Source: an optimization exercise on an open RTL-to-GDS flow (aim: a short achievable clock period and few clock cycles per item). Production flows keep margins and buffers that such runs may drop.
Where RTL was checked, it was by simulation tests only, not by an equivalence proof against the original.
For run 4, only the layout was checked, not whether the RTL still works.
The flow treats the clock pin as an ideal source, which a real chip does not have.
Power is estimated from default activity; no workload was simulated.

==> flow/constraint.sdc <==
create_clock -name core_clock -period 8.0 [get_ports {clk}]
set_input_delay 1.6000 -clock core_clock [delete_from_list [all_inputs] [get_ports {clk}]]
set_output_delay 1.6000 -clock core_clock [all_outputs]
set_load 0.01 [all_outputs]
==> flow/run.sh <==
#!/bin/bash
# synth_recipe.tcl (not shown) runs the flow's synth.tcl, then flattens the netlist and writes it again
# the make line also repeats each setting of config.mk as NAME=value (left out here)
make -C /OpenROAD-flow-scripts/flow DESIGN_CONFIG=/design/flow/config.mk WORK_HOME=/design/flow/orfs CLKGATE_MAP_FILE= SYNTH_SCRIPT=/design/flow/synth_recipe.tcl finish
==> flow/design.v <==
package enbl_pkg;
	localparam int TIME_W      = 32;
	localparam int CNT_W       = 16;
	localparam int SECS_W      = 16;
	localparam int CFG_IDX_W   = 2;
	localparam int CFG_DATA_W  = 16;
	localparam int DRAIN_W     = 3;
	localparam int LOG_DEPTH_DEF = 8;
	localparam logic [SECS_W-1:0]  MIN_BACKOFF_S = 16'd30;
	localparam logic [TIME_W-1:0]  MS_PER_S      = 32'd1000;
	localparam logic [TIME_W-1:0]  DEBOUNCE_MS   = 32'd1000;
	localparam logic [TIME_W-1:0]  WRAP_LIMIT    = 32'd65536000;
	localparam logic [DRAIN_W-1:0] MAX_DRAIN     = 3'd7;
	localparam logic [CNT_W-1:0]   CNT_MAX       = 16'hFFFF;
	localparam logic [CFG_IDX_W-1:0] CFG_ENABLED         = 2'd0;
	localparam logic [CFG_IDX_W-1:0] CFG_RISING_EDGE     = 2'd1;
	localparam logic [CFG_IDX_W-1:0] CFG_BACKOFF_SECONDS = 2'd2;
	localparam logic RPT_STATUS = 1'b0;
	localparam logic RPT_ENTRY  = 1'b1;
	localparam logic [3:0] S_IDLE = 4'b0001;
	localparam logic [3:0] S_EVAL = 4'b0010;
	localparam logic [3:0] S_READ = 4'b0100;
	localparam logic [3:0] S_WAIT = 4'b1000;
endpackage
import enbl_pkg::*;
module edge_notify_backoff_logger #(
	parameter int LOG_DEPTH = LOG_DEPTH_DEF
) (
	input  logic                  clk,
	input  logic                  arst_n,
	input  logic                  tick_valid,
	output logic                  tick_ready,
	input  logic [TIME_W-1:0]     tick_time_ms,
	input  logic                  tick_pin_level,
	output logic                  report_valid,
	input  logic                  report_ready,
	output logic                  report_type,
	output logic                  report_push_request,
	output logic                  report_led_state,
	output logic                  report_backoff_ended,
	output logic [CNT_W-1:0]      report_suppressed_count,
	output logic [CNT_W-1:0]      report_overrun_total,
	output logic [TIME_W-1:0]     report_log_time,
	output logic                  report_last,
	input  logic                  cfg_we,
	input  logic [CFG_IDX_W-1:0]  cfg_index,
	input  logic [CFG_DATA_W-1:0] cfg_data
);
	localparam int IW = 3;
	localparam int WW = 26;    
	localparam int BW = 1 + 1 + 1 + 1 + CNT_W + CNT_W + TIME_W + 1;
	function automatic logic [CNT_W-1:0] sat_inc(input logic [CNT_W-1:0] v);
		sat_inc = (v == CNT_MAX) ? v : v + 1'b1;
	endfunction
	logic              en_q;
	logic              rise_q;
	logic [SECS_W-1:0] secs_q;
	logic [SECS_W+1:0] m3_q;
	logic [WW-1:0]     win_q;
	logic              prev_q, primed_q, active_q, wp_q, wet_gt_q;
	logic [TIME_W-1:0] wet_q, deb_lim_q;
	logic [CNT_W-1:0]  supp_q, ovr_q;
	logic [IW-1:0]     wr_q, rd_q, cnt_q;
	logic [TIME_W-1:0] ring_q [8];
	logic              drain_q;
	logic [IW-1:0]     dptr_q, left_q;
	logic [CNT_W-1:0]  dovr_q;
	logic              rdy_q, hv_q, sv_q;
	logic [TIME_W-1:0] h_t, s2_t;
	logic              h_p, s2_p;
	logic              acc, pop, sv_n;
	assign tick_ready = rdy_q;
	assign acc = tick_valid && rdy_q;
	always_ff @(posedge clk) begin
		if (!sv_q) begin
			s2_t <= tick_time_ms;
			s2_p <= tick_pin_level;
		end
		if (!hv_q || pop) begin
			h_t <= sv_q ? s2_t : tick_time_ms;
			h_p <= sv_q ? s2_p : tick_pin_level;
		end
	end
	always_comb begin
		if (sv_q) begin
			sv_n = !pop;
		end else begin
			sv_n = acc && hv_q && !pop;
		end
	end
	always_ff @(posedge clk or negedge arst_n) begin
		if (!arst_n) begin
			rdy_q <= 1'b1;
			hv_q  <= 1'b0;
			sv_q  <= 1'b0;
		end else begin
			sv_q  <= sv_n;
			rdy_q <= !sv_n;
			if (!hv_q || pop) begin
				hv_q <= sv_q || acc;
			end
		end
	end
	logic              p_v, p_load;
	logic [TIME_W-1:0] p_t, p_sum, p_tp1k;
	logic              p_p, p_carry;
	always_ff @(posedge clk or negedge arst_n) begin
		if (!arst_n) begin
			p_v <= 1'b0;
		end else if (p_load) begin
			p_v <= hv_q;
		end
	end
	always_ff @(posedge clk) begin
		if (p_load) begin
			p_t                <= h_t;
			p_p                <= h_p;
			{p_carry, p_sum}   <= {1'b0, h_t} + {7'b0, win_q};
			p_tp1k             <= h_t + DEBOUNCE_MS;
		end
	end
	logic              r_v, r_load;
	logic [TIME_W-1:0] r_t, r_sum, r_tp1k;
	logic              r_hit, r_p, r_carry, r_le_win, r_wfb, r_gt_deb, r_ge_wet;
	logic              e_go, produce;
	logic              hit, open_win, supp_hit, wrap_fix, log_we, full;
	logic              wp1, wp2, act_or, ge_end, ended, act_n, more;
	logic [CNT_W-1:0]  supp_n, ovr1;
	logic [IW-1:0]     cnt1, rd1;
	logic              o_v, s_v, o_load;
	logic [BW-1:0]     o_d, s_d, b_d;
	assign produce = (drain_q || r_v) && !s_v;
	assign e_go    = r_v && !drain_q && !s_v;
	assign r_load  = !r_v || e_go;
	assign p_load  = !p_v || r_load;
	assign pop     = hv_q && p_load;
	logic c_deb_old, c_deb_fwd, c_wet_old, c_wet_fwd;
	logic f_prev, f_primed, f_hit, f_lt_win;
	always_comb begin
		f_prev    = (e_go && en_q) ? r_p : prev_q;
		f_primed  = (e_go && en_q) ? 1'b1 : primed_q;
		f_hit     = en_q && f_primed && (rise_q ? (p_p && !f_prev) : (!p_p && f_prev));
		f_lt_win  = p_t < {6'b0, win_q};
		c_deb_old = p_t > deb_lim_q;
		c_deb_fwd = p_t > r_tp1k;
		c_wet_old = p_t >= wet_q;
		c_wet_fwd = p_t >= r_sum;
	end
	always_ff @(posedge clk or negedge arst_n) begin
		if (!arst_n) begin
			r_v <= 1'b0;
		end else if (r_load) begin
			r_v <= p_v;
		end
	end
	always_ff @(posedge clk) begin
		if (r_load) begin
			r_t      <= p_t;
			r_p      <= p_p;
			r_sum    <= p_sum;
			r_carry  <= p_carry;
			r_tp1k   <= p_tp1k;
			r_hit    <= f_hit;
			r_le_win <= p_t <= {6'b0, win_q};
			r_wfb    <= en_q && f_primed && !f_hit && f_lt_win;
			if (e_go) begin
				r_gt_deb <= hit ? c_deb_fwd : c_deb_old;
				r_ge_wet <= open_win ? c_wet_fwd : (wrap_fix || c_wet_old);
			end else begin
				r_gt_deb <= c_deb_old;
				r_ge_wet <= c_wet_old;
			end
		end
	end
	always_comb begin
		hit      = r_hit;
		open_win = hit && !active_q;
		supp_hit = hit && active_q && r_gt_deb;
		wrap_fix = r_wfb && wet_gt_q;
		log_we   = open_win || supp_hit;
		wp1    = wp_q || (open_win && r_carry);
		wp2    = wp1 && !r_le_win;
		ge_end = open_win ? r_carry : (wrap_fix || r_ge_wet);
		act_or = active_q || open_win;
		ended  = act_or && !wp2 && ge_end;
		act_n  = act_or && !ended;
		if (open_win) begin
			supp_n = '0;
		end else if (supp_hit) begin
			supp_n = sat_inc(supp_q);
		end else begin
			supp_n = supp_q;
		end
		full = log_we && (cnt_q == 3'd7);
		cnt1 = (log_we && !full) ? cnt_q + 1'b1 : cnt_q;
		rd1  = full ? rd_q + 1'b1 : rd_q;
		ovr1 = full ? sat_inc(ovr_q) : ovr_q;
		more = ended && (log_we || (cnt_q != '0));
	end
	logic cfg_en_w;
	assign cfg_en_w = cfg_we && (cfg_index == CFG_ENABLED);
	always_ff @(posedge clk or negedge arst_n) begin
		if (!arst_n) begin
			en_q      <= 1'b0;
			rise_q    <= 1'b1;
			secs_q    <= MIN_BACKOFF_S;
			m3_q      <= 18'(3 * MIN_BACKOFF_S);
			win_q     <= WW'(MIN_BACKOFF_S * MS_PER_S);
			prev_q    <= 1'b0;
			primed_q  <= 1'b0;
			active_q  <= 1'b0;
			wp_q      <= 1'b0;
			wet_q     <= '0;
			wet_gt_q  <= 1'b0;
			deb_lim_q <= DEBOUNCE_MS;
			supp_q    <= '0;
			ovr_q     <= '0;
			wr_q      <= '0;
			rd_q      <= '0;
			cnt_q     <= '0;
			drain_q   <= 1'b0;
			dptr_q    <= '0;
			left_q    <= '0;
			dovr_q    <= '0;
		end else begin
			if (e_go) begin
				if (hit) begin
					deb_lim_q <= r_tp1k;
				end
				if (open_win) begin
					wet_q    <= r_sum;
					wet_gt_q <= r_sum > WRAP_LIMIT;
				end else if (wrap_fix) begin
					wet_q    <= '0;
					wet_gt_q <= 1'b0;
				end
				supp_q   <= supp_n;
				if (ended) begin
					wr_q  <= '0;
					rd_q  <= '0;
					cnt_q <= '0;
					ovr_q <= '0;
				end else begin
					wr_q  <= log_we ? wr_q + 1'b1 : wr_q;
					rd_q  <= rd1;
					cnt_q <= cnt1;
					ovr_q <= ovr1;
				end
				if (more) begin
					drain_q <= 1'b1;
					dptr_q  <= rd1;
					left_q  <= cnt1;
					dovr_q  <= ovr1;
				end
			end else if (drain_q && !s_v) begin
				dptr_q <= dptr_q + 1'b1;
				left_q <= left_q - 1'b1;
				if (left_q == 3'd1) begin
					drain_q <= 1'b0;
				end
			end
			if (cfg_en_w) begin
				en_q     <= cfg_data[0];
				active_q <= 1'b0;
				wp_q     <= 1'b0;
				primed_q <= 1'b0;
			end else if (e_go) begin
				active_q <= act_n;
				wp_q     <= wp2;
				if (en_q) begin
					primed_q <= 1'b1;
					prev_q   <= r_p;
				end
			end
			if (cfg_we && (cfg_index == CFG_RISING_EDGE)) begin
				rise_q <= cfg_data[0];
			end
			if (cfg_we && (cfg_index == CFG_BACKOFF_SECONDS)) begin
				secs_q <= (cfg_data < MIN_BACKOFF_S) ? MIN_BACKOFF_S : cfg_data;
			end
			m3_q  <= {2'b0, secs_q} + {1'b0, secs_q, 1'b0};
			win_q <= {secs_q, 10'b0} - {5'b0, m3_q, 3'b0};
		end
	end
	always_ff @(posedge clk) begin
		for (int k = 0; k < 8; k++) begin
			if (e_go && log_we && (wr_q == IW'(k))) begin
				ring_q[k] <= r_t;
			end
		end
	end
	always_comb begin
		if (drain_q) begin
			b_d = {RPT_ENTRY, 1'b0, 1'b0, 1'b1, supp_q, dovr_q, ring_q[dptr_q], (left_q == 3'd1)};
		end else begin
			b_d = {RPT_STATUS, open_win, act_n, ended, supp_n, ovr1, {TIME_W{1'b0}}, !more};
		end
	end
	assign o_load = !o_v || report_ready;
	always_ff @(posedge clk or negedge arst_n) begin
		if (!arst_n) begin
			o_v <= 1'b0;
			s_v <= 1'b0;
		end else begin
			if (o_load) begin
				o_v <= s_v || produce;
			end
			if (s_v) begin
				s_v <= !o_load;
			end else begin
				s_v <= produce && !o_load;
			end
		end
	end
	always_ff @(posedge clk) begin
		if (!s_v) begin
			s_d <= b_d;
		end
		if (o_load) begin
			o_d <= s_v ? s_d : b_d;
		end
	end
	assign report_valid = o_v;
	assign {report_type, report_push_request, report_led_state, report_backoff_ended,
		report_suppressed_count, report_overrun_total, report_log_time, report_last} = o_d;
endmodule
==> flow/config.mk <==
export PLATFORM = sky130hd
export DESIGN_NAME = edge_notify_backoff_logger
export DESIGN_NICKNAME = edge_notify_backoff_logger
export VERILOG_FILES = /design/flow/design.v
export SDC_FILE = /design/flow/constraint.sdc
export NUM_CORES = 4
export LEC_CHECK = 0
export ABC_CLOCK_PERIOD_IN_PS = 2500
export CAP_MARGIN = 20
export CORE_MARGIN = 2
export CORE_UTILIZATION = 55
export CTS_CLUSTER_DIAMETER = 60
export CTS_CLUSTER_SIZE = 40
export PLACE_DENSITY = 0.7
export SETUP_SLACK_MARGIN = 5
export SLEW_MARGIN = 20
==> impl_metrics.csv, run 1 <==
group,metric,value,unit
flow_run,max_cap_viol_count,0,
timing,finalSetupTns,0,ps
synth,ys_seq_elements,848,
setup_path,crit_chain,"dlygate4sd2_1",
detailed_routing,ant_nets,0,
synth,yosys_warnings,2,
setup_path,cp-end-kind,"output port",
setup_path,path_max_fanout,1,
clock_tree,htreeDepth,2,
grt,grt_start_max_net_pins,79,
setup_path,cp_slowest_cell,"edfxtp_1",
placed_design,dp_hpwl,53400,microns
grt,grt_pass1_vias,22900,
grt,antenna_found_initial,0,
clock_tree,insertion_delay,650,ps
synth,synthCells,2848,
setup_path,slowest_delay,420,ps
synth,synth.most_common_cell,"edfxtp_1",
synth,synth_area_leaders,"edfxtp_1, dfrtp_1, ha_1, dfxtp_1, nand2_1",
die,floorplan.initialDensity,55.5,%
detailed_routing,via_per_inst,5.86,
grt,gr-total-overflow,0,
setup_path,path_buf_inv,1,
clock_tree,clk_pin_slew_worst_paths,90,ps
die,fp.coreArea,65600,sq um
timing,rsz0062_at_grt,"yes",
detailed_routing,drt_first_pass_iters,7,
die,die_area,68300,sq um
synth,yosysTopAreaCell,"edfxtp_1",
placed_design,gp_congestion,0.896,
cells_and_area,diodes,0,
cells_and_area,syn_to_final_growth,11.9,%
synth,synth_ff_type,"edfxtp_1",
timing,final-setup-viol-count,0,
outcome,status,"finished clean",
setup_path,arrival,1350,ps
timing,worst_pin_slew,1050,ps
synth,synth_top_area_share,45.1,%
placed_design,io_buffers,126,
synth,syn_area,36400,sq um
power_and_ir_drop,p_leak,0.0162,uW
die,fp.dieH,261,microns
setup_path,crit_family,"flip-flops",
die,pin_count,127,
cells_and_area,stdcell_area,40800,sq um
cells_and_area,drive_above_1_share,8.57,%
detailed_routing,finalWirelength,78600,microns
power_and_ir_drop,fin_total_pwr,16300,uW
grt,grt_pass1_wl,124000,microns
die,die_w,261,microns
clock_tree,cts_buffers,53,
cells_and_area,fin_nets,3258,
setup_path,critPathKind,"reg -> out",
setup_path,start_kind,"flop",
synth,synth_edf_count,547,
detailed_routing,vias,22800,
timing,drv_slew,0,
synth,syn_nets,3130,
setup_path,worst_ep_required_time,6400,ps
synth,ys_async_sr_fraction,23.5,%
grt,grtUsageTotal,23.3,%
detailed_routing,routedWlPerCell,20.2,microns
clock_tree,cts_tree,"built",
clock_tree,cts_sinks,848,
power_and_ir_drop,p_per_area,400,nW/um^2
worst_hold_path,hp-class,"reg -> reg",
timing,finalHoldViolations,0,
timing,fmax,0.339,GHz
timing,maxSlewHeadroom,29.7,%
synth,synth_cell_types,76,
clock_tree,cts_hold_buf,0,
synth,synth_area_per_cell,12.8,sq um
timing,fin_crit_sh,36.9,%
clock_tree,clk_path_buf_depth,3,
die,rows,94,
power_and_ir_drop,peakVddDrop,0.292,mV
synth,seq_area_frac_synth,64.4,%
timing,fin_worst_skew,34.4,ps
timing,min_period,2950,ps
detailed_routing,route.detailed.drc,0,
synth,synthTopCellsByCount,"edfxtp_1, nand2_1, ha_1",
clock_tree,clockRootBuffer,"clkbuf_16",
detailed_routing,drt-initial-drc-count,1997,
setup_path,ff2ff_setup_slack,5070,ps
placed_design,postPlaceCellArea,38700,sq um
## where the power goes
group / switching, uW / leakage (uW) / internal (uW)
Clock: 1590 / 0.000878 / 1360
Combinational: 3370 / 0.00682 / 2320
Sequential: 1080 / 0.00853 / 6600
## through the flow
step | hold WS [ps] | setup WS [ps] | utilization, % | std cells
after floorplan | 390 | 5030 | - | 2848
after global placement | 402 | 4280 | 58.9 | 3773
after detailed placement | 405 | 4140 | 58.9 | 3773
after CTS | 421 | 5000 | 61.9 | 3879
after global routing | 432 | 4960 | 62.1 | 3885
final | 419 | 5050 | 62.1 | 3885
## cells by family (layout without fill, tap and decap cells)
group / Yosys count / after routing / synth area share, %
AND/OR/NAND/NOR: 651 / 652 / 8.30
flip-flops: 848 / 848 / 64.4
XOR/XNOR: 99 / 99 / 2.38
AO/OA/AOI/OAI: 668 / 668 / 12.1
adder cells (fa/ha/maj): 226 / 226 / 7.80
multiplexers: 63 / 63 / 1.91
buffers and inverters: 293 / 465 / 3.04
## flip-flops by register name, summed over array words and instances (netlist names), 18 cells and up
| register | count |
|---|---|
| m3_q | 18 |
| s2_t | 32 |
| p_t | 32 |
| s_d | 69 |
| p_sum | 29 |
| h_t | 32 |
| o_d | 69 |
| r_tp1k | 29 |
| r_sum | 29 |
| p_tp1k | 29 |
| wet_q | 32 |
| deb_lim_q | 32 |
| r_t | 32 |
| ring_q | 256 |
| win_q | 23 |
## placed cells by master, fill, tap and decap left out, types with 23 or more instances in the layout
| cell | synthesis | final |
|---|---|---|
| edfxtp_1 | 547 | 547 |
| nand2_1 | 277 | 272 |
| ha_1 | 224 | 224 |
| inv_1 | 199 | 199 |
| o21ai_0 | 187 | 184 |
| dfrtp_1 | 176 | 174 |
| a21oi_1 | 130 | 129 |
| nor2_1 | 116 | 112 |
| dfxtp_1 | 102 | 102 |
| a21o_1 | 74 | 74 |
| nand3_1 | 76 | 74 |
| dlygate4sd2_1 | 0 | 55 |
| xnor2_1 | 54 | 54 |
| clkbuf_16 | 0 | 54 |
| clkdlybuf4s50_1 | 0 | 54 |
| mux2_2 | 53 | 53 |
| a22oi_1 | 52 | 52 |
| nand4_1 | 46 | 46 |
| xor2_1 | 45 | 45 |
| a22o_1 | 41 | 41 |
| a222oi_1 | 32 | 32 |
| dfstp_2 | 23 | 23 |
| buf_4 | 1 | 23 |
## path summary, 6_finish.rpt
kind                                           start                     to  cells after the start
worst min-delay path             p_tp1k[9]$_DFFE_PN_    r_tp1k[9]$_DFFE_PP_                      0
worst min register to register   p_tp1k[9]$_DFFE_PN_    r_tp1k[9]$_DFFE_PP_                      0
max in group asynchronous                     arst_n  dptr_q[2]$_DFFE_PN0P_                      2
worst max-delay path               o_d[19]$_DFFE_PN_    report_log_time[18]                      1
worst max register to register  cnt_q[0]$_DFFE_PN0P_      o_d[47]$_DFFE_PN_                      8
min in group asynchronous                     arst_n  supp_q[3]$_DFFE_PN0P_                      1
## area by class of cell
class	count	area, sq um
multi-input cells	1708	12000
well taps	864	1080
flip-flops and latches	848	23500
repair buffers	165	1610
inverters	200	753
fillers	4927	24800
clock buffers	57	1360
clock inverters	43	470
## what timing repair did
action	4_1_cts	5_1_grt
pin swaps	2	0
gates cloned	1	0
gates resized for setup	117	31
buffers inserted	5	4
endpoints found under the setup margin	695	462
endpoints found under the hold margin	0	0
## routing by layer
| metal | vias up | wire [microns] | part of all wire [%] | track usage, % |
|---|---|---|---|---|
| met5 | - | 0 | 0 | 0 |
| met4 | 0 | 1890 | 2.4 | 6.49 |
| met3 | 120 | 3820 | 4.9 | 2.87 |
| met2 | 598 | 39600 | 50 | 40.9 |
| met1 | 11300 | 33300 | 42 | 30.6 |
| li1 | 10800 | - | - | - |
Testbench counts, summed over its fixed seeds: cycles 5,991, ticks 4,800.
==> run 2: changes to the inputs <==
--- a/flow/config.mk
+++ b/flow/config.mk
@@ -9,8 +9,6 @@
 export CAP_MARGIN = 20
 export CORE_MARGIN = 2
-export CORE_UTILIZATION = 55
-export CTS_CLUSTER_DIAMETER = 60
-export CTS_CLUSTER_SIZE = 40
-export PLACE_DENSITY = 0.7
+export CORE_UTILIZATION = 40
+export PLACE_DENSITY = 0.6
 export SETUP_SLACK_MARGIN = 5
 export SLEW_MARGIN = 20
==> impl_metrics.csv, run 2 <==
group,metric,value,unit
setup_path,cp-end-kind,"output port",
setup_path,path_buf_inv,1,
setup_path,worst_ep_required_time,6400,ps
detailed_routing,routedWlPerCell,19.5,microns
setup_path,start_kind,"flop",
synth,syn_area,36400,sq um
die,pin_count,127,
timing,fin_crit_sh,36.8,%
timing,rsz0062_at_grt,"no",
die,fp.coreArea,90100,sq um
grt,grt_start_max_net_pins,156,
synth,yosys_warnings,2,
cells_and_area,n_fill_cell,7871,
synth,synth_fa_ha_area_share,7.80,%
synth,synthTopCellsByCount,"edfxtp_1, nand2_1, ha_1",
placed_design,dp_hpwl,56200,microns
timing,whs,399,ps
timing,maxSlewHeadroom,30.2,%
grt,grt_pass1_vias,23500,
cells_and_area,stdcell_area,42200,sq um
cells_and_area,final_cell_mix,"edfxtp_1, nand2_1, ha_1, inv_1, o21ai_0",
worst_hold_path,hp-class,"reg -> reg",
cells_and_area,fin_nets,3295,
clock_tree,cts_hold_buf,0,
detailed_routing,drt-initial-drc-count,1822,
synth,yosysTopAreaCell,"edfxtp_1",
detailed_routing,finalWirelength,83200,microns
die,floorplan.initialDensity,40.4,%
setup_path,crit_chain,"clkdlybuf4s15_1",
placed_design,place_inst,4087,
cells_and_area,largest_reg_flops,256,
timing,finalHoldViolations,0,
cells_and_area,diodes,0,
synth,synth_top_family_by_area,"compound AO/OA/AOI/OAI gates",
die,fp.dieH,306,microns
synth,ys_async_sr_fraction,23.5,%
setup_path,reg2reg_from,"h_t[7]$_DFFE_PP_",
timing,fin_worst_skew,50.2,ps
die,rows,110,
detailed_routing,route.detailed.drc,0,
synth,seq_area_frac_synth,64.4,%
setup_path,r2r_end,"p_sum[24]$_DFFE_PN_",
synth,synth_top_area_share,45.1,%
grt,gr-total-overflow,0,
synth,synth_cell_types,76,
detailed_routing,drt_first_pass_iters,7,
clock_tree,clockRootBuffer,"clkbuf_16",
placed_design,gp_congestion,0.865,
detailed_routing,vias,23000,
timing,finalSetupTns,0,ps
setup_path,critPathCapture,"report_overrun_total[9]",
timing,worst_pin_slew,1050,ps
cells_and_area,top_regs,"ring_q (256), o_d (69), s_d (69)",
clock_tree,insertion_delay,670,ps
setup_path,crit_family,"flip-flops",
cells_and_area,drive_above_1_share,9.39,%
synth,synth_area_per_cell,12.8,sq um
die,die_w,306,microns
synth,synth_edf_count,547,
die,die_area,93500,sq um
synth,synthCells,2848,
synth,yosys.area_share.simple,8.30,%
synth,syn_nets,3130,
clock_tree,cts_sinks,848,
timing,final-setup-viol-count,0,
timing,fmax,0.340,GHz
clock_tree,htreeDepth,3,
synth,ys_seq_elements,848,
setup_path,arrival,1340,ps
synth,synthMuxAreaShare,1.91,%
flow_run,max_cap_viol_count,0,
setup_path,critPathKind,"reg -> out",
setup_path,startpoint,"o_d[42]$_DFFE_PN_",
synth,synth_area_leaders,"edfxtp_1, dfrtp_1, ha_1, dfxtp_1, nand2_1",
setup_path,slowest_delay,400,ps
synth,synth.most_common_cell,"edfxtp_1",
timing,drv_slew,0,
cells_and_area,syn_to_final_growth,15.7,%
synth,synth_xor_area_share,2.38,%
grt,grtUsageTotal,17.8,%
grt,grt_pass1_wl,131000,microns
setup_path,ff2ff_setup_slack,5090,ps
cells_and_area,instances_no_fill,4266,
clock_tree,clk_pin_slew_worst_paths,60,ps
cells_and_area,fin_util,46.8,%
setup_path,path_max_fanout,1,
clock_tree,cts_tree,"built",
grt,antenna_found_initial,0,
clock_tree,cts_buffers,89,
setup_path,worstSetupPathDepth,1,
detailed_routing,ant_nets,0,
synth,synth_compound_area_share,12.1,%
setup_path,ff2ff_path_depth,8,
setup_path,cp_slowest_cell,"edfxtp_1",
power_and_ir_drop,p_per_area,415,nW/um^2
placed_design,io_buffers,126,
timing,min_period,2940,ps
power_and_ir_drop,p_leak,0.0167,uW
detailed_routing,via_per_inst,5.38,
synth,synth_ff_type,"edfxtp_1",
cells_and_area,largest-register,"ring_q",
outcome,status,"finished clean",
clock_tree,clk_path_buf_depth,3,
placed_design,postPlaceCellArea,39100,sq um
power_and_ir_drop,peakVddDrop,0.176,mV
cells_and_area,final_common_cell,"edfxtp_1",
## run 2: cell types whose count changed in the layout (fill, tap and decap cells not counted), sizes merged
cell / change
clkbuf: +67
clkdlybuf4s15: +9
clkinv: +12
buf: +4
bufinv: +5
inv: -16
dlygate4sd2: -9
clkinvlp: -3
## run 2: how the worst min path moves through the flow
stage	slack [ps]	from	depth (start not counted)	to
floorplan	390	m3_q[0]$_DFF_PN0_	0	win_q[3]$_DFF_PN0_
global placement	400	p_tp1k[11]$_DFFE_PN_	0	r_tp1k[11]$_DFFE_PP_
detailed placement	400	p_tp1k[12]$_DFFE_PN_	0	r_tp1k[12]$_DFFE_PP_
CTS	400	p_tp1k[26]$_DFFE_PN_	0	r_tp1k[26]$_DFFE_PP_
global route	410	p_tp1k[26]$_DFFE_PN_	0	r_tp1k[26]$_DFFE_PP_
finish	400	p_tp1k[26]$_DFFE_PN_	0	r_tp1k[26]$_DFFE_PP_
## run 2: what timing repair did
action | 4_1_cts | 5_1_grt
gates cloned | 1 | 0
gates resized for setup | 118 | 17
endpoints found under the setup margin | 404 | 275
setup buffers | 5 | 4
pin swaps | 2 | 1
## run 2: metal layers
metal  routed length [microns]  vias up  track usage, %  part of all wire (%)
met2                     41300      596            31.0                    50
met1                     36200    11300            23.2                    43
met4                      1920        0            5.10                   2.3
met5                         0        -               0                     0
met3                      3790      129            2.41                   4.6
li1                          -    10900               -                     -
## run 2: worst reg2reg max path, delay by kind of cell (launching register included)
kind / cells / cell delay, ps
adders and majority gates: 1 / 380
DFF: 1 / 440
AOI/OAI and AO/OA: 5 / 1480
xor gates and xnor gates: 1 / 160
and+or+nand+nor: 1 / 190
## run 2: logic make-up (layout without fill, tap and decap cells)
logic type | after synthesis | count (layout)
flops | 848 | 848
compound gates | 668 | 668
simple gates | 651 | 652
buf+inv | 293 | 534
fa+ha+maj | 226 | 226
xor+xnor | 99 | 99
mux | 63 | 63
## run 2: power breakdown
group	internal, uW	switching, uW	total (uW)
Clock	2370	1700	4070
Combinational	2300	3390	5690
Sequential	6620	1100	7720
## run 2: layout make-up
class / instances / area, sq um / share of cell area [%]
repair buffers: 166 / 1590 / 3.78
clock inverters: 41 / 442 / 1.05
multi-input cells: 1708 / 12000 / 28.3
flip-flops and latches: 848 / 23500 / 55.7
clock buffers: 127 / 2470 / 5.86
inverters: 200 / 752 / 1.78
well taps: 1176 / 1470 / 3.49
## run 2: stage by stage
| stage | power, uW | setup slack, ps |
|---|---|---|
| floorplan | 11300 | 5030 |
| global placement | 13100 | 4630 |
| detailed placement | 13400 | 4520 |
| CTS | 17600 | 5000 |
| global route | 18600 | 4960 |
| finish | 17500 | 5060 |
==> run 3: changes to the inputs <==
==> flow/flow/run.sh (new file) <==
#!/bin/bash
set -euo pipefail
bash standard.sh SETUP_SLACK_MARGIN=5.6 finish > standard_finish.log 2>&1
==> flow/standard.sh (new file) <==
#!/bin/bash
# synth_recipe.tcl (not shown) runs the flow's synth.tcl, then flattens the netlist and writes it again
# the make line also repeats each setting of config.mk as NAME=value (left out here)
make -C /OpenROAD-flow-scripts/flow DESIGN_CONFIG=/design/flow/config.mk WORK_HOME=/design/flow/orfs CLKGATE_MAP_FILE= SYNTH_SCRIPT=/design/flow/synth_recipe.tcl "${@:-finish}"
removed: flow/run.sh
==> impl_metrics.csv, run 3 <==
group,metric,value,unit
outcome,status,"finished clean",
die,die_area,93500,sq um
setup_path,cp_slowest_cell,"edfxtp_1",
timing,worst_pin_slew,900,ps
timing,maxSlewHeadroom,40.0,%
grt,grtUsageTotal,18.9,%
placed_design,post-place-ws,4430,ps
cells_and_area,fin_nets,3441,
clock_tree,insertion_delay,640,ps
cells_and_area,largest_reg_flops,256,
synth,synth_area_per_cell,12.8,sq um
worst_hold_path,hp-class,"reg -> reg",
power_and_ir_drop,p_leak,0.0178,uW
synth,syn_nets,3130,
clock_tree,cts_tree,"built",
die,fp.coreArea,90100,sq um
die,fp.dieH,306,microns
synth,synth_cell_types,76,
setup_path,critPathKind,"reg -> out",
synth,ys_seq_elements,848,
detailed_routing,routedWlPerCell,20.6,microns
grt,grt_start_max_net_pins,104,
setup_path,arrival,1290,ps
setup_path,path_buf_inv,1,
clock_tree,clk_pin_slew_worst_paths,60,ps
synth,synth_area_leaders,"edfxtp_1, dfrtp_1, ha_1, dfxtp_1, nand2_1",
timing,fin_crit_sh,36.1,%
cells_and_area,n_fill_cell,7602,
timing,rsz0062_at_grt,"yes",
detailed_routing,drt_first_pass_iters,8,
synth,synth_ff_type,"edfxtp_1",
timing,worst_slack,5110,ps
die,pin_count,127,
flow_run,max_cap_viol_count,0,
grt,grt_pass1_wl,138000,microns
synth,seq_area_frac_synth,64.4,%
placed_design,dp_hpwl,56700,microns
synth,yosysTopAreaCell,"edfxtp_1",
detailed_routing,vias,23900,
power_and_ir_drop,p_per_area,427,nW/um^2
setup_path,crit_chain,"buf_6",
detailed_routing,ant_nets,0,
timing,drv_slew,0,
setup_path,worst_ep_required_time,6400,ps
timing,final-setup-viol-count,0,
grt,gr-total-overflow,0,
synth,synthCells,2848,
synth,synth_edf_count,547,
power_and_ir_drop,peakVddDrop,0.205,mV
power_and_ir_drop,fin_total_pwr,19100,uW
die,rows,110,
setup_path,path_max_fanout,1,
timing,min_period,2890,ps
setup_path,crit_family,"flip-flops",
detailed_routing,route.detailed.drc,0,
detailed_routing,finalWirelength,91000,microns
clock_tree,htreeDepth,3,
timing,finalHoldViolations,0,
setup_path,cp-end-kind,"output port",
cells_and_area,final_common_cell,"edfxtp_1",
placed_design,gp_congestion,0.900,
synth,ys_async_sr_fraction,23.5,%
synth,yosys_warnings,2,
timing,whs,417,ps
clock_tree,cts_buffers,89,
grt,grt_pass1_vias,24300,
timing,finalSetupTns,0,ps
detailed_routing,via_per_inst,5.41,
cells_and_area,final_cell_mix,"edfxtp_1, nand2_1, ha_1, inv_1, dfrtp_1",
clock_tree,cts_hold_buf,0,
detailed_routing,drt-initial-drc-count,2051,
synth,synthTopCellsByCount,"edfxtp_1, nand2_1, ha_1",
cells_and_area,largest-register,"ring_q",
synth,synth.most_common_cell,"edfxtp_1",
grt,antenna_found_initial,0,
placed_design,io_buffers,126,
cells_and_area,drive_above_1_share,20.9,%
cells_and_area,syn_to_final_growth,22.9,%
timing,fin_worst_skew,20.2,ps
clock_tree,clockRootBuffer,"clkbuf_16",
die,die_w,306,microns
cells_and_area,top_regs,"ring_q (256), o_d (69), s_d (69)",
clock_tree,cts_sinks,848,
timing,fmax,0.346,GHz
synth,syn_area,36400,sq um
die,floorplan.initialDensity,40.4,%
clock_tree,clk_path_buf_depth,3,
setup_path,slowest_delay,480,ps
setup_path,start_kind,"flop",
synth,synth_top_area_share,45.1,%
cells_and_area,diodes,0,
run 3: cell counts after synthesis:
No cell type changed its count.
run 3: report_power, final:
group          switching [uW]  internal (uW)
sequential                968           6610
clock                    1700           2670
combinational            4120           3050
run 3: cells by family after synthesis:
| kind of cell | Yosys count | synth area share [%] |
|---|---|---|
| flip-flops | 848 | 64.4 |
| AO/OA/AOI/OAI | 668 | 12.1 |
| AND/OR/NAND/NOR | 651 | 8.30 |
| buffers and inverters | 293 | 3.04 |
| adder cells (fa/ha/maj) | 226 | 7.80 |
| XOR/XNOR | 99 | 2.38 |
| multiplexers | 63 | 1.91 |
run 3: path summary, 6_finish.rpt:
path / endpoint / slack, ps / depth (start not counted) / startpoint
max: report_log_time[18] / 5110 / 1 / o_d[19]$_DFFE_PN_
min: r_tp1k[7]$_DFFE_PP_ / 420 / 0 / p_tp1k[7]$_DFFE_PN_
max reg2reg: p_sum[31]$_DFFE_PN_ / 5370 / 9 / h_t[7]$_DFFE_PP_
min reg2reg: r_tp1k[7]$_DFFE_PP_ / 420 / 0 / p_tp1k[7]$_DFFE_PN_
max in group asynchronous: deb_lim_q[6]$_DFFE_PN1P_ / 5830 / 2 / arst_n
min in group asynchronous: supp_q[4]$_DFFE_PN0P_ / 970 / 1 / arst_n
run 3: final cells by class:
| type | count | area (sq um) | area share, % |
|---|---|---|---|
| Sequential cell | 848 | 23500 | 52.4 |
| Multi-Input combinational cell | 1719 | 13200 | 29.4 |
| Timing Repair Buffer | 301 | 2730 | 6.08 |
| Clock buffer | 121 | 2560 | 5.71 |
| Tap cell | 1176 | 1470 | 3.28 |
| Inverter | 200 | 752 | 1.68 |
| Clock inverter | 46 | 611 | 1.36 |
run 3: timing repair:
action | 4_1_cts | 5_1_grt
cloned | 11 | 5
setup buffers | 84 | 62
pin swaps | 69 | 51
endpoints found under the setup margin | 804 | 728
resized for setup | 506 | 113
run 3: through the flow:
| step | utilization [%] | instances | instance area [sq um] |
|---|---|---|---|
| 3_3_place_gp | 43.4 | 4082 | 39100 |
| 6_report | 49.7 | 4411 | 44800 |
| 2_1_floorplan | - | 2848 | 36500 |
| 5_1_grt | 49.7 | 4411 | 44800 |
| 3_5_place_dp | 43.4 | 4082 | 39100 |
| 4_1_cts | 48.4 | 4344 | 43600 |
run 3: per-layer routing:
metal	global-route usage, %	wire [microns]
met4	6.39	3000
met2	32.5	44900
met1	24.1	38200
met5	0	0
met3	3.40	4980
==> run 4: changes to the inputs <==
--- a/flow/design.v
+++ b/flow/design.v
@@ -103,6 +103,7 @@
 	end
 	logic              p_v, p_load;
-	logic [TIME_W-1:0] p_t, p_sum, p_tp1k;
-	logic              p_p, p_carry;
+	logic [TIME_W-1:0] p_t;
+	logic [16:0]       p_lo, p_tlo;
+	logic              p_p, p_le_win, p_lt_win;
 	always_ff @(posedge clk or negedge arst_n) begin
 		if (!arst_n) begin
@@ -114,10 +115,17 @@
 	always_ff @(posedge clk) begin
 		if (p_load) begin
-			p_t                <= h_t;
-			p_p                <= h_p;
-			{p_carry, p_sum}   <= {1'b0, h_t} + {7'b0, win_q};
-			p_tp1k             <= h_t + DEBOUNCE_MS;
+			p_t      <= h_t;
+			p_p      <= h_p;
+			p_lo     <= {1'b0, h_t[15:0]} + {1'b0, win_q[15:0]};
+			p_tlo    <= {1'b0, h_t[15:0]} + 17'(DEBOUNCE_MS);
+			p_le_win <= h_t <= {6'b0, win_q};
+			p_lt_win <= h_t < {6'b0, win_q};
 		end
 	end
+	logic [16:0] p_hi, p_thi;
+	always_comb begin
+		p_hi  = {1'b0, p_t[31:16]} + {7'b0, win_q[WW-1:16]} + {16'b0, p_lo[16]};
+		p_thi = {1'b0, p_t[31:16]} + {16'b0, p_tlo[16]};
+	end
 	logic              r_v, r_load;
 	logic [TIME_W-1:0] r_t, r_sum, r_tp1k;
@@ -141,5 +149,5 @@
 		f_primed  = (e_go && en_q) ? 1'b1 : primed_q;
 		f_hit     = en_q && f_primed && (rise_q ? (p_p && !f_prev) : (!p_p && f_prev));
-		f_lt_win  = p_t < {6'b0, win_q};
+		f_lt_win  = p_lt_win;
 		c_deb_old = p_t > deb_lim_q;
 		c_deb_fwd = p_t > r_tp1k;
@@ -158,9 +166,9 @@
 			r_t      <= p_t;
 			r_p      <= p_p;
-			r_sum    <= p_sum;
-			r_carry  <= p_carry;
-			r_tp1k   <= p_tp1k;
+			r_sum    <= {p_hi[15:0], p_lo[15:0]};
+			r_carry  <= p_hi[16];
+			r_tp1k   <= {p_thi[15:0], p_tlo[15:0]};
 			r_hit    <= f_hit;
-			r_le_win <= p_t <= {6'b0, win_q};
+			r_le_win <= p_le_win;
 			r_wfb    <= en_q && f_primed && !f_hit && f_lt_win;
 			if (e_go) begin
==> flow/flow/run.sh (replaced) <==
#!/bin/bash
set -euo pipefail
bash standard.sh SETUP_SLACK_MARGIN=5.8 finish > standard_finish.log 2>&1
==> impl_metrics.csv, run 4 <==
group,metric,value,unit
outcome,status,"finished clean",
cells_and_area,fin_nets,3480,
setup_path,r2r_end,"win_q[24]$_DFF_PN0_",
timing,worst_pin_slew,854,ps
synth,ys_seq_elements,819,
timing,fin_worst_skew,26.7,ps
cells_and_area,syn_to_final_growth,28.1,%
setup_path,crit_chain,"buf_2",
setup_path,start_kind,"flop",
synth,syn_nets,3074,
clock_tree,cts_buffers,87,
die,die_w,302,microns
detailed_routing,routedWlPerCell,20.7,microns
detailed_routing,ant_nets,0,
placed_design,gp_congestion,0.856,
cells_and_area,largest-register,"ring_q",
synth,synth_area_per_cell,12.8,sq um
setup_path,cp_slowest_cell,"edfxtp_1",
detailed_routing,via_per_inst,5.39,
cells_and_area,final_cell_mix,"edfxtp_1, nand2_1, inv_1, ha_1, buf_4",
die,fp.coreArea,88200,sq um
setup_path,reg2reg_from,"secs_q[1]$_DFFE_PN1P_",
grt,grt_pass1_vias,24700,
synth,syn_area,35600,sq um
detailed_routing,route.detailed.drc,0,
placed_design,io_buffers,126,
detailed_routing,vias,23900,
die,die_area,91300,sq um
cells_and_area,largest_reg_flops,256,
die,rows,109,
synth,synth_top_area_share,43.7,%
power_and_ir_drop,p_leak,0.0180,uW
synth,ys_async_sr_fraction,24.3,%
timing,finalHoldViolations,0,
timing,maxSlewHeadroom,43.0,%
timing,min_period,2870,ps
timing,fin_crit_sh,35.9,%
timing,whs,414,ps
setup_path,critPathCapture,"report_log_time[31]",
grt,antenna_found_initial,1,
timing,fmax,0.348,GHz
setup_path,slowest_delay,440,ps
power_and_ir_drop,peakVddDrop,0.198,mV
detailed_routing,drt-initial-drc-count,1912,
clock_tree,cts_hold_buf,0,
setup_path,crit_family,"flip-flops",
timing,drv_slew,0,
clock_tree,clk_path_buf_depth,3,
cells_and_area,stdcell_area,45600,sq um
grt,grtUsageTotal,19.5,%
timing,rsz0062_at_grt,"yes",
setup_path,startpoint,"o_d[32]$_DFFE_PN_",
cells_and_area,top_regs,"ring_q (256), o_d (69), s_d (69)",
power_and_ir_drop,p_per_area,413,nW/um^2
grt,grt_pass1_wl,139000,microns
synth,synth_area_leaders,"edfxtp_1, dfrtp_1, ha_1, dfxtp_1, nand2_1",
timing,finalSetupTns,0,ps
clock_tree,insertion_delay,650,ps
synth,synth.most_common_cell,"edfxtp_1",
synth,seq_area_frac_synth,63.6,%
setup_path,ff2ff_setup_slack,5360,ps
clock_tree,cts_tree,"built",
grt,gr-total-overflow,0,
synth,yosysTopAreaCell,"edfxtp_1",
detailed_routing,drt_first_pass_iters,7,
synth,yosys_warnings,2,
synth,synth_ff_type,"edfxtp_1",
clock_tree,cts_sinks,819,
synth,synth_cell_types,85,
setup_path,worst_ep_required_time,6400,ps
flow_run,max_cap_viol_count,0,
setup_path,ff2ff_path_depth,8,
cells_and_area,drive_above_1_share,28.0,%
setup_path,critPathKind,"reg -> out",
clock_tree,clockRootBuffer,"clkbuf_16",
setup_path,path_buf_inv,1,
clock_tree,clk_pin_slew_worst_paths,60,ps
die,floorplan.initialDensity,40.3,%
placed_design,dp_hpwl,52500,microns
cells_and_area,diodes,0,
setup_path,worstSetupPathDepth,1,
cells_and_area,final_common_cell,"edfxtp_1",
setup_path,path_max_fanout,1,
die,pin_count,127,
synth,synth_edf_count,518,
grt,grt_start_max_net_pins,77,
clock_tree,htreeDepth,3,
setup_path,cp-end-kind,"output port",
worst_hold_path,hold_depth,0,
cells_and_area,n_fill_cell,7363,
setup_path,arrival,1270,ps
worst_hold_path,hp-class,"reg -> reg",
detailed_routing,finalWirelength,91800,microns
die,fp.dieH,302,microns
placed_design,postPlaceCellArea,38300,sq um
synth,synthCells,2789,
synth,synthTopCellsByCount,"edfxtp_1, nand2_1, ha_1",
timing,final-setup-viol-count,0,
-- run 4: cell types whose count changed in the layout (fill, tap and decap cells not counted), sizes merged, moves of 18 or more --
cell	previous run	this run
edfxtp	547	518
a21o	74	51
a22oi	52	27
mux2	53	76
xor2	45	27
a21oi	130	105
nand3	78	58
buf	242	335
inv	201	227
-- run 4: through the flow --
step	power (uW)	instances	setup WS, ps	utilization (%)
after floorplan	10900	2789	5460	-
after global placement	12400	4000	3780	43.4
after detailed placement	12700	4001	3570	43.4
after CTS	18200	4350	5080	49.7
after global routing	19900	4435	5070	51.6
final	18800	4435	5130	51.6
-- run 4: power by group --
group / leakage (uW) / switching, uW / internal [uW]
registers: 0.00823 / 884 / 6280
logic: 0.00835 / 4160 / 3320
clock network: 0.00148 / 1690 / 2500
-- run 4: layout make-up --
type | instances | area (sq um) | share of cell area [%]
Multi-Input combinational cell | 1669 | 14000 | 30.7
Tap cell | 1165 | 1460 | 3.20
Inverter | 222 | 856 | 1.88
Clock inverter | 41 | 490 | 1.08
Sequential cell | 819 | 22600 | 49.7
Clock buffer | 123 | 2540 | 5.57
Timing Repair Buffer | 396 | 3590 | 7.89
-- run 4: worst min path at each step --
stage	slack, ps	startpoint	endpoint
floorplan	400	m3_q[0]$_DFF_PN0_	win_q[3]$_DFF_PN0_
finish	410	h_p$_DFFE_PP_	p_p$_DFFE_PN_
CTS	420	p_lo[13]$_DFFE_PN_	r_sum[13]$_DFFE_PP_
detailed placement	400	p_lo[6]$_DFFE_PN_	r_sum[6]$_DFFE_PP_
global route	430	p_lo[13]$_DFFE_PN_	r_sum[13]$_DFFE_PP_
global placement	400	p_lo[3]$_DFFE_PN_	r_sum[3]$_DFFE_PP_
-- run 4: metal layers --
metal  share of wire [%]  track usage, %
met1                  42            25.2
met2                  50            34.4
met3                 5.4            2.73
met4                 2.4            5.28
met5                   0               0
-- run 4: cell families (layout without fill, tap and decap cells) --
kind of cell / Yosys count / in the layout / synth area share (%)
simple gates: 604 / 619 / 7.90
fa+ha+maj: 229 / 229 / 8.14
mux: 88 / 88 / 2.74
flops: 819 / 819 / 63.6
compound gates: 636 / 637 / 11.9
buf+inv: 317 / 782 / 3.36
xor+xnor: 96 / 96 / 2.36
-- run 4: timing repair --
item / 4_1_cts / 5_1_grt
setup buffers: 168 / 78
pin swaps: 134 / 136
cloned: 17 / 7
gates resized for setup: 565 / 186
endpoints found under the setup margin: 886 / 478
==> run 5: changes to the inputs <==
--- a/flow/design.v
+++ b/flow/design.v
@@ -91,5 +91,5 @@
 	always_ff @(posedge clk or negedge arst_n) begin
 		if (!arst_n) begin
-			rdy_q <= 1'b1;
+			rdy_q <= 1'b0;
 			hv_q  <= 1'b0;
 			sv_q  <= 1'b0;
--- a/flow/config.mk
+++ b/flow/config.mk
@@ -9,6 +9,6 @@
 export CAP_MARGIN = 20
 export CORE_MARGIN = 2
-export CORE_UTILIZATION = 40
-export PLACE_DENSITY = 0.6
+export CORE_UTILIZATION = 52
+export PLACE_DENSITY = 0.7
 export SETUP_SLACK_MARGIN = 5
 export SLEW_MARGIN = 20
==> impl_metrics.csv, run 5 <==
group,metric,value,unit
outcome,status,"finished clean",
placed_design,dp_hpwl,50700,microns
setup_path,start_kind,"flop",
setup_path,reg2reg_from,"secs_q[1]$_DFFE_PN1P_",
timing,fin_worst_skew,19.4,ps
die,fp.coreArea,67400,sq um
worst_hold_path,min_from,"p_lo[15]$_DFFE_PN_",
setup_path,cp_slowest_cell,"edfxtp_1",
setup_path,cp-end-kind,"output port",
die,fp.dieH,266,microns
grt,antenna_found_initial,0,
clock_tree,insertion_delay,640,ps
synth,synthTopCellsByCount,"edfxtp_1, nand2_1, ha_1",
clock_tree,clk_pin_slew_worst_paths,60,ps
timing,fmax,0.350,GHz
grt,grtUsageTotal,24.7,%
setup_path,crit_chain,"buf_2",
die,floorplan.initialDensity,52.8,%
worst_hold_path,hp-class,"reg -> reg",
cells_and_area,diodes,0,
grt,grt_pass1_vias,24300,
timing,finalSetupTns,0,ps
power_and_ir_drop,p_per_area,415,nW/um^2
synth,yosysTopAreaCell,"edfxtp_1",
timing,finalHoldViolations,0,
timing,final-setup-viol-count,0,
cells_and_area,final_cell_mix,"edfxtp_1, nand2_1, inv_1, ha_1, buf_4",
clock_tree,htreeDepth,3,
cells_and_area,drive_above_1_share,27.5,%
detailed_routing,vias,24400,
setup_path,path_buf_inv,1,
cells_and_area,fin_util,66.8,%
setup_path,slowest_delay,450,ps
clock_tree,clockRootBuffer,"clkbuf_16",
timing,fin_crit_sh,35.7,%
grt,gr-total-overflow,0,
setup_path,r2r_end,"win_q[24]$_DFF_PN0_",
worst_hold_path,hold_depth,0,
cells_and_area,n_fill_cell,4533,
synth,synth_edf_count,518,
setup_path,ff2ff_setup_slack,5320,ps
synth,yosys.area_share.simple,7.90,%
setup_path,worstSetupPathDepth,1,
detailed_routing,via_per_inst,5.90,
placed_design,place_inst,3712,
cells_and_area,final_common_cell,"edfxtp_1",
die,pin_count,127,
synth,syn_area,35600,sq um
clock_tree,clk_path_buf_depth,3,
die,rows,95,
synth,synth_xor_area_share,2.36,%
cells_and_area,largest_reg_flops,256,
synth,synth_area_leaders,"edfxtp_1, dfrtp_1, ha_1, dfxtp_1, nand2_1",
grt,grt_start_max_net_pins,92,
synth,syn_nets,3074,
die,die_area,70500,sq um
setup_path,ff2ff_path_depth,8,
setup_path,worst_ep_required_time,6400,ps
timing,maxSlewHeadroom,47.3,%
detailed_routing,drt_first_pass_iters,8,
cells_and_area,largest-register,"ring_q",
cells_and_area,multi_input_area,13900,sq um
setup_path,crit_family,"flip-flops",
grt,top_usage_layer,"met2",
clock_tree,cts_tree,"built",
timing,drv_slew,0,
synth,seq_area_frac_synth,63.6,%
grt,grt_use_met1,30.8,%
detailed_routing,ant_nets,0,
power_and_ir_drop,p_leak,0.0180,uW
synth,synth_compound_area_share,11.9,%
power_and_ir_drop,peakVddDrop,0.209,mV
synth,synth_top_area_share,43.7,%
timing,rsz0062_at_grt,"yes",
flow_run,max_cap_viol_count,0,
synth,synth_ff_type,"edfxtp_1",
setup_path,arrival,1260,ps
detailed_routing,drt-initial-drc-count,2250,
power_and_ir_drop,fin_total_pwr,18700,uW
cells_and_area,fin_nets,3477,
detailed_routing,routedWlPerCell,22.1,microns
synth,synthMuxAreaShare,2.74,%
clock_tree,cts_hold_buf,0,
synth,synth_fa_ha_area_share,8.14,%
detailed_routing,finalWirelength,91400,microns
grt,use_met3,3.32,%
placed_design,io_buffers,126,
grt,grtUsageMet2,43.7,%
grt,grt_pass1_wl,136000,microns
setup_path,path_max_fanout,1,
synth,synth_cell_types,85,
cells_and_area,seqCellArea,22600,sq um
clock_tree,cts_buffers,85,
synth,ys_async_sr_fraction,24.3,%
setup_path,critPathKind,"reg -> out",
placed_design,gp_congestion,0.870,
cells_and_area,top_regs,"ring_q (256), o_d (69), s_d (69)",
synth,ys_seq_elements,819,
timing,min_period,2860,ps
synth,synth_top_family_by_area,"compound AO/OA/AOI/OAI gates",
die,die_w,266,microns
detailed_routing,route.detailed.drc,0,
setup_path,critPathCapture,"report_log_time[17]",
cells_and_area,instances_no_fill,4135,
synth,synth.most_common_cell,"edfxtp_1",
setup_path,startpoint,"o_d[18]$_DFFE_PN_",
cells_and_area,syn_to_final_growth,26.6,%
synth,synthCells,2789,
clock_tree,cts_sinks,819,
synth,yosys_warnings,2,
synth,synth_area_per_cell,12.8,sq um
timing,worst_pin_slew,791,ps
==> run 5: changes by cell type after synthesis, sizes merged <==
cell and change:
dfstp -1, dfrtp +1
==> run 5: repair_timing <==
item                                    in CTS  in global routing
endpoints found under the setup margin     934                741
pin swaps                                  123                122
buffers inserted                           138                 99
gates resized for setup                    562                175
gates cloned                                22                  7
==> run 5: kinds of logic (layout without fill, tap and decap cells) <==
family,count (synthesis),count (layout)
DFF,819,819
AOI/OAI and AO/OA,636,637
and+or+nand+nor,604,621
buffers and inverters,317,772
adders and majority gates,229,229
xor gates and xnor gates,96,96
muxes,88,88
==> run 5: how the worst min path moves through the flow <==
stage	endpoint	slack, ps
5_1_grt	r_sum[8]$_DFFE_PP_	420
2_1_floorplan	win_q[3]$_DFF_PN0_	400
6_report	r_sum[15]$_DFFE_PP_	410
3_3_place_gp	r_tp1k[10]$_DFFE_PP_	400
3_5_place_dp	r_sum[15]$_DFFE_PP_	400
4_1_cts	r_sum[6]$_DFFE_PP_	420
==> run 5: through the flow <==
stage / setup WS (ps) / area [sq um] / hold slack [ps]
6_report: 5140 / 45000 / 411
5_1_grt: 5130 / 45000 / 423
4_1_cts: 5130 / 43200 / 416
3_5_place_dp: 4490 / 38000 / 405
3_3_place_gp: 4620 / 38000 / 403
2_1_floorplan: 5460 / 35900 / 396
==> run 5: cell type report <==
cell class	count	area share, %
flip-flops and latches	819	50.3
multi-input cells	1671	30.8
repair buffers	393	8.28
clock buffers	111	5.26
well taps	873	2.43
inverters	222	1.88
clock inverters	46	1.06
==> run 5: layer usage <==
metal	vias to the layer above	wire length [microns]
met1	12100	35700
met4	0	3610
met2	923	46600
li1	11200	-
met5	-	0
met3	213	5510
==> run 5: report_power, final <==
part | internal (uW) | switching (uW) | total (uW)
Clock | 2380 | 1650 | 4030
Combinational | 3320 | 4210 | 7530
Sequential | 6270 | 857 | 7130
Testbench counts of run 5, summed over its fixed seeds: cycles 5,991, ticks 4,800.
==> run 6: changes to the inputs <==
==> flow/flow/run.sh (replaced) <==
#!/bin/bash
set -euo pipefail
here=$(pwd)
bash standard.sh SETUP_SLACK_MARGIN=5.8 PRE_CTS_TCL="$here/flow/pre_cts.tcl" finish > standard_finish.log 2>&1
==> flow/flow/pre_cts.tcl (new file) <==
# Move each flip-flop that drives an output port's buffer next to that
# buffer, then legalize the placement.
set block [ord::get_db_block]
set core [$block getCoreArea]
set cx [expr {([$core xMin] + [$core xMax]) / 2}]
set cy [expr {([$core yMin] + [$core yMax]) / 2}]
set moved 0
foreach bt [$block getBTerms] {
  if {[$bt getIoType] ne "OUTPUT"} { continue }
  set net [$bt getNet]
  if {$net eq "NULL"} { continue }
  set drv "NULL"
  foreach it [$net getITerms] {
    if {[$it isOutputSignal]} { set drv $it }
  }
  if {$drv eq "NULL"} { continue }
  set buf [$drv getInst]
  set in "NULL"
  foreach it [$buf getITerms] {
    if {[$it isInputSignal] && [$it getNet] ne "NULL"} { set in [$it getNet] }
  }
  if {$in eq "NULL"} { continue }
  set fdrv "NULL"
  foreach it [$in getITerms] {
    if {[$it isOutputSignal]} { set fdrv $it }
  }
  if {$fdrv eq "NULL"} { continue }
  set ff [$fdrv getInst]
  if {![[$ff getMaster] isSequential]} { continue }
  # only move a flop whose output feeds just this buffer and little else
  if {[llength [$in getITerms]] > 3} { continue }
  set bb [$buf getBBox]
  set bx [$bb xMin]
  set by [$bb yMin]
  # step from the buffer toward the core centre
  set dx [expr {$cx > $bx ? 1 : -1}]
  set dy [expr {$cy > $by ? 1 : -1}]
  set w [[$ff getMaster] getWidth]
  if {abs($cx - $bx) > abs($cy - $by)} {
    set nx [expr {$bx + $dx * ($w + 1000)}]
    set ny $by
  } else {
    set nx $bx
    set ny [expr {$by + $dy * 5440}]
  }
  $ff setLocation $nx $ny
  incr moved
}
puts "pre_cts: moved $moved output flip-flops next to their port buffers"
detailed_placement
==> impl_metrics.csv, run 6 <==
group,metric,value,unit
outcome,status,"finished clean",
detailed_routing,via_per_inst,5.93,
placed_design,dp_hpwl,50700,microns
synth,synth_fa_ha_area_share,8.14,%
cells_and_area,fin_util,67.4,%
detailed_routing,drt-initial-drc-count,2510,
detailed_routing,drt_first_pass_iters,7,
grt,grtUsageTotal,25.1,%
power_and_ir_drop,fin_total_pwr,18800,uW
cells_and_area,n_fill_cell,4498,
timing,finalHoldViolations,0,
cells_and_area,final_common_cell,"edfxtp_1",
placed_design,postPlaceCellArea,38000,sq um
die,fp.dieH,266,microns
clock_tree,clk_pin_slew_worst_paths,60,ps
timing,worst_pin_slew,819,ps
worst_hold_path,hp-class,"reg -> reg",
grt,gr-total-overflow,0,
synth,synth_area_leaders,"edfxtp_1, dfrtp_1, ha_1, dfxtp_1, nand2_1",
detailed_routing,routedWlPerCell,22.2,microns
synth,yosys.area_share.simple,7.90,%
cells_and_area,stdcell_area,45400,sq um
setup_path,start_kind,"flop",
timing,maxSlewHeadroom,45.4,%
die,rows,95,
synth,synthCells,2789,
detailed_routing,vias,24600,
detailed_routing,ant_nets,0,
synth,synth.most_common_cell,"edfxtp_1",
cells_and_area,syn_to_final_growth,27.8,%
timing,min_period,2790,ps
setup_path,slowest_delay,410,ps
detailed_routing,route.detailed.drc,0,
cells_and_area,fin_nets,3491,
synth,synth_compound_area_share,11.9,%
synth,syn_nets,3074,
synth,ys_seq_elements,819,
setup_path,path_max_fanout,1,
cells_and_area,drive_above_1_share,28.7,%
synth,synth_ff_type,"edfxtp_1",
clock_tree,cts_buffers,86,
grt,grt_pass1_wl,138000,microns
cells_and_area,largest-register,"ring_q",
setup_path,crit_family,"flip-flops",
grt,grt_start_max_net_pins,92,
die,fp.coreArea,67400,sq um
setup_path,cp_slowest_cell,"edfxtp_1",
grt,grt_pass1_vias,24600,
power_and_ir_drop,peakVddDrop,0.213,mV
setup_path,arrival,1190,ps
clock_tree,cts_tree,"built",
synth,synth_xor_area_share,2.36,%
synth,synth_edf_count,518,
synth,syn_area,35600,sq um
cells_and_area,top_regs,"ring_q (256), o_d (69), s_d (69)",
setup_path,ff2ff_setup_slack,5350,ps
timing,final-setup-viol-count,0,
synth,synth_cell_types,85,
cells_and_area,final_cell_mix,"edfxtp_1, nand2_1, inv_1, ha_1, buf_4",
timing,fmax,0.359,GHz
placed_design,gp_congestion,0.870,
die,die_area,70500,sq um
setup_path,cp-end-kind,"output port",
synth,yosys_warnings,2,
cells_and_area,largest_reg_flops,256,
timing,whs,409,ps
power_and_ir_drop,p_per_area,413,nW/um^2
synth,synthTopCellsByCount,"edfxtp_1, nand2_1, ha_1",
timing,drv_slew,0,
timing,fin_worst_skew,19.8,ps
synth,seq_area_frac_synth,63.6,%
detailed_routing,finalWirelength,92200,microns
placed_design,io_buffers,126,
power_and_ir_drop,p_leak,0.0182,uW
die,floorplan.initialDensity,52.8,%
die,die_w,266,microns
clock_tree,cts_sinks,819,
setup_path,critPathKind,"reg -> out",
synth,synth_area_per_cell,12.8,sq um
synth,ys_async_sr_fraction,24.3,%
timing,rsz0062_at_grt,"yes",
grt,antenna_found_initial,0,
synth,synth_top_area_share,43.7,%
cells_and_area,diodes,0,
timing,finalSetupTns,0,ps
synth,synthMuxAreaShare,2.74,%
clock_tree,insertion_delay,640,ps
synth,synth_top_family_by_area,"compound AO/OA/AOI/OAI gates",
flow_run,max_cap_viol_count,0,
timing,fin_crit_sh,34.8,%
setup_path,worst_ep_required_time,6400,ps
setup_path,path_buf_inv,1,
die,pin_count,127,
synth,yosysTopAreaCell,"edfxtp_1",
setup_path,crit_chain,"buf_6",
run 6: cell type report:
cell class | instances | area, sq um | area share [%]
timing repair buffer | 407 | 3870 | 8.53
clock buffer | 114 | 2380 | 5.24
inverter | 222 | 853 | 1.88
tap | 873 | 1090 | 2.40
sequential | 819 | 22600 | 49.8
multi-input combinational | 1670 | 14100 | 31.0
clock inverter | 47 | 542 | 1.19
run 6: per-layer routing:
metal  vias up  wire length [microns]  global-route usage, %
li1      11200                      -                      -
met1     12300                  36900                   31.9
met2       918                  47000                   44.3
met3       203                   5460                   3.38
met4         0                   2890                   8.80
met5         -                      0                      0
run 6: cell families (layout without fill, tap and decap cells):
kind of cell / count (synthesis) / after routing
AOI/OAI and AO/OA: 636 / 638
and+or+nand+nor: 604 / 619
buffers and inverters: 317 / 790
muxes: 88 / 88
xor gates and xnor gates: 96 / 96
adders and majority gates: 229 / 229
DFF: 819 / 819
run 6: stage by stage:
step,worst slack [ps],std cells
after global placement,4620,3711
after global routing,5170,4152
after CTS,5180,4067
after detailed placement,4490,3712
final,5210,4152
after floorplan,5460,2789
run 6: path summary, 6_finish.rpt:
| kind | from | endpoint | cells past startpoint |
|---|---|---|---|
| max in group asynchronous | arst_n | deb_lim_q[5]$_DFFE_PN1P_ | 2 |
| setup reg to reg | secs_q[1]$_DFFE_PN1P_ | m3_q[15]$_DFF_PN0_ | 13 |
| hold / removal | p_tlo[14]$_DFFE_PN_ | r_tp1k[14]$_DFFE_PP_ | 0 |
| hold reg to reg | p_tlo[14]$_DFFE_PN_ | r_tp1k[14]$_DFFE_PP_ | 0 |
| min in group asynchronous | arst_n | dovr_q[3]$_DFFE_PN0P_ | 1 |
| setup / recovery | o_d[42]$_DFFE_PN_ | report_overrun_total[9] | 1 |
run 6: power breakdown:
group	switching [uW]	internal, uW
sequential	878	6270
combinational	4210	3340
clock	1680	2410
total	6770	12000
run 6: repair_timing:
item,in CTS,in global routing
gates resized for setup,573,212
gates cloned,20,6
setup buffers,174,79
hold buffers,0,0
pin swaps,159,162
endpoints found under the setup margin,932,684

-- static timing again, ports no longer ideal --
The results above use ideal ports. As a check the final layouts listed here were re-extracted and re-timed, cells and wires unchanged. Step 1 sets driving cells, clkbuf_16 on the clock port and buf_2 on the other inputs (assumed; they add their load-dependent delay and slew). Step 2, shift: input delay + t, output delay - t, t = (earliest + latest rising clock arrival at the registers) / 2. This alone moves slack from input paths to output paths. Slacks: ideal ports / drivers / drivers and shift; pairs: ideal ports / drivers.
| run | t (ns) | slack for setup (ns) | worst data-port slew with drivers (ns) |
|---|---|---|---|
| run 1 | 0.701 | 5.048 / 4.981 / 4.481 | 0.05 |
| run 2 | 0.720 | 5.056 / 4.985 / 4.570 | 0.04 |
| run 3 | 0.703 | 5.112 / 5.043 / 4.993 | 0.05 |
| run 4 | 0.702 | 5.126 / 5.064 / 5.116 | 0.04 |
| run 5 | 0.692 | 5.141 / 5.074 / 5.064 | 0.05 |
| run 6 | 0.697 | 5.215 / 5.152 / 5.172 | 0.05 |
After both steps every run listed still meets setup and hold. The setup slack of run 1, which loses most, moves by -0.067 ns with the drivers and by -0.567 ns with both steps.
